This design comes from an exercise in tuning for small area on the open sky130 flow, not from production work. In this exercise RTL edits were held to simulation tests only and were not proved equivalent to the original.

Design chess_top, start of the top module:
module chess_top #(
    parameter int DEBOUNCE_CYCLES = 4
) (
    input  logic         clk,
    input  logic         rst,
    input  logic [4:0]   buttons,
    output logic [255:0] board,
    output logic [5:0]   cursor,
    output logic [6:0]   selection,
    output logic         turn
);
    logic [4:0] presses;
    logic [3:0] under_cursor;
    logic       mv_valid;
    logic [5:0] mv_from, mv_to;
    logic [2:0] mv_kind;
    button_conditioner #(
        .DEBOUNCE_CYCLES(DEBOUNCE_CYCLES)
    ) button_conditioner_inst (
        .clk    (clk),
        .rst    (rst),
        .buttons(buttons),
        .presses(presses)
    );
    logic [7:0] cur_row, cur_col;
    logic [3:0] by_col [8];
    always_comb begin
        for (int k = 0; k < 8; k++) begin
            cur_row[k] = (cursor[5:3] == 3'(k));
            cur_col[k] = (cursor[2:0] == 3'(k));
        end
    end
    for (genvar b = 0; b < 4; b++) begin : g_uc
        for (genvar c = 0; c < 8; c++) begin : g_col
            logic [7:0] column;
            for (genvar r = 0; r < 8; r++) begin : g_row
                assign column[r] = board[4*(8*r+c)+b];
            end
            pick8 pick_row (
                .sel (cur_row),
                .d   (column),
                .y   (by_col[c][b])
            );
        end
        pick8 pick_col (
            .sel (cur_col),
            .d   ({by_col[7][b], by_col[6][b], by_col[5][b], by_col[4][b],
  ...
Size in the first run: about 310 flip-flops, roughly 0.012 mm^2 of cells after synthesis.
==> module board_state, before the edit <==
module board_state (
    input  logic         clk,
    input  logic         rst,
    input  logic         mv_valid,
    input  logic [5:0]   mv_from,
    input  logic [5:0]   mv_to,
    input  logic [3:0]   mv_piece,
    output logic [255:0] board
);
    localparam logic [255:0] START_BOARD =
        256'h43265234111111110000000000000000000000000000000099999999cbaedabc;
    logic [7:0] to_row, to_col, fr_row, fr_col;
    always_comb begin
        for (int k = 0; k < 8; k++) begin
            to_row[k] = (mv_valid && mv_to[5:3] == 3'(k)) || rst;
            to_col[k] = (mv_to[2:0] == 3'(k)) || rst;
            fr_row[k] = mv_valid && mv_from[5:3] == 3'(k);
            fr_col[k] = mv_from[2:0] == 3'(k);
        end
    end
    logic [3:0] piece_set, piece_clr;
    assign piece_set = mv_piece | {4{rst}};
    assign piece_clr = mv_piece & {4{~rst}};
    for (genvar i = 0; i < 64; i++) begin : g_sq
        logic       load, hold;
        logic [3:0] data;
        square_ctl ctl (
            .to_row(to_row[i/8]),
            .to_col(to_col[i%8]),
            .fr_row(fr_row[i/8]),
            .fr_col(fr_col[i%8]),
            .load  (load),
            .hold  (hold)
        );
        for (genvar b = 0; b < 4; b++) begin : g_bit
            assign data[b] = START_BOARD[4*i+b] ? piece_set[b] : piece_clr[b];
        end
        board_square sq (
            .clk (clk),
            .load(load),
            .hold(hold),
            .data(data),
            .q   (board[4*i +: 4])
        );
    end
endmodule
==> module square_ctl, before the edit <==
module square_ctl (
    input  logic to_row,
    input  logic to_col,
    input  logic fr_row,
    input  logic fr_col,
    output logic load,
    output logic hold
);
    assign load = to_row & to_col;
    nor_and hold_gate (
        .a(fr_row),
        .b(fr_col),
        .c(load),
        .y(hold)
    );
endmodule
clock: 5.0 ns
lec_check: 0
cap_margin: 20
core_margin: 2
core_utilization: 40
slew_margin: 20
synth_hierarchical: 1
standard.sh (not shown) runs the stock make flow with config.mk's settings and CLKGATE_MAP_FILE= SYNTH_SCRIPT=/design/flow/synth_recipe.tcl, a recipe that flattens the netlist after the stock synthesis.
==> flow/flow/run.sh <==
#!/bin/bash
# The standard layout with three changes: every port is buffered by the
# smallest buffer, ABC maps for a light load (so it does not upsize gates
# that drive one or two pins), and the clock tree uses small sink clusters
# of clkbuf_4 without dummy loads.
set -euo pipefail
export BUFFER_PORTS_ARGS="-buffer_cell sky130_fd_sc_hd__buf_1"
export CTS_ARGS="-sink_clustering_enable -repair_clock_nets -dont_use_dummy_load -buf_list sky130_fd_sc_hd__clkbuf_4 -sink_clustering_size 8 -sink_clustering_max_diameter 40"
bash standard.sh ABC_LOAD_IN_FF=1 finish > standard.log 2>&1
Then changed:
--- a/flow/design.v
+++ b/flow/design.v
@@ -80,9 +80,9 @@
     localparam logic [255:0] START_BOARD =
         256'h43265234111111110000000000000000000000000000000099999999cbaedabc;
-    logic [7:0] to_row, to_col, fr_row, fr_col;
+    logic [7:0] to_row_n, to_col_n, fr_row, fr_col;
     always_comb begin
         for (int k = 0; k < 8; k++) begin
-            to_row[k] = (mv_valid && mv_to[5:3] == 3'(k)) || rst;
-            to_col[k] = (mv_to[2:0] == 3'(k)) || rst;
+            to_row_n[k] = !((mv_valid && mv_to[5:3] == 3'(k)) || rst);
+            to_col_n[k] = !((mv_to[2:0] == 3'(k)) || rst);
             fr_row[k] = mv_valid && mv_from[5:3] == 3'(k);
             fr_col[k] = mv_from[2:0] == 3'(k);
@@ -96,6 +96,6 @@
         logic [3:0] data;
         square_ctl ctl (
-            .to_row(to_row[i/8]),
-            .to_col(to_col[i%8]),
+            .to_row_n(to_row_n[i/8]),
+            .to_col_n(to_col_n[i%8]),
             .fr_row(fr_row[i/8]),
             .fr_col(fr_col[i%8]),
@@ -131,6 +131,6 @@
 `default_nettype none
 module square_ctl (
-    input  logic to_row,
-    input  logic to_col,
+    input  logic to_row_n,
+    input  logic to_col_n,
     input  logic fr_row,
     input  logic fr_col,
@@ -138,5 +138,5 @@
     output logic hold
 );
-    assign load = to_row & to_col;
+    assign load = ~(to_row_n | to_col_n);
     nor_and hold_gate (
         .a(fr_row),
The new run completed with no timing, DRC or antenna violations. Via count hardly moves. Final area came out lower by 1.0%. Utilization rises by 0.69 points. Critical path depth is unchanged. Global-route usage came out higher by 0.49 points. Routed wire length goes down by 0.70%. Count of clock-buffer cells in the layout grows by 2. Maximum frequency decreases by 1.7%. Die area went down by 1.6%.

static timing again, ports no longer ideal:
No port has a modelled driver above. Below, the same layouts with a new extraction and two added sets of constraints. Step 1: set_driving_cell puts a clkbuf_16 on clk and a buf_2 on each other input, an assumption about the parent block. Step 2 moves the port delays by t, midway between the first and last clock arrival at a register: inputs arrive t later, outputs are due t later. That takes back most of the time a late clock gives input paths. Three values: ideal, step 1, step 2; two values: the first two.
run	t, ns	setup slack, ns	hold slack, ns	latest minus earliest clock arrival (ns)
the first run	0.702	1.068 / 1.068 / 1.068	0.391 / 0.391 / 0.391	0.074 / 0.074
the second run	0.719	1.000 / 1.000 / 1.000	0.373 / 0.373 / 0.373	0.083 / 0.083
After both steps setup and hold are still met in every run listed.
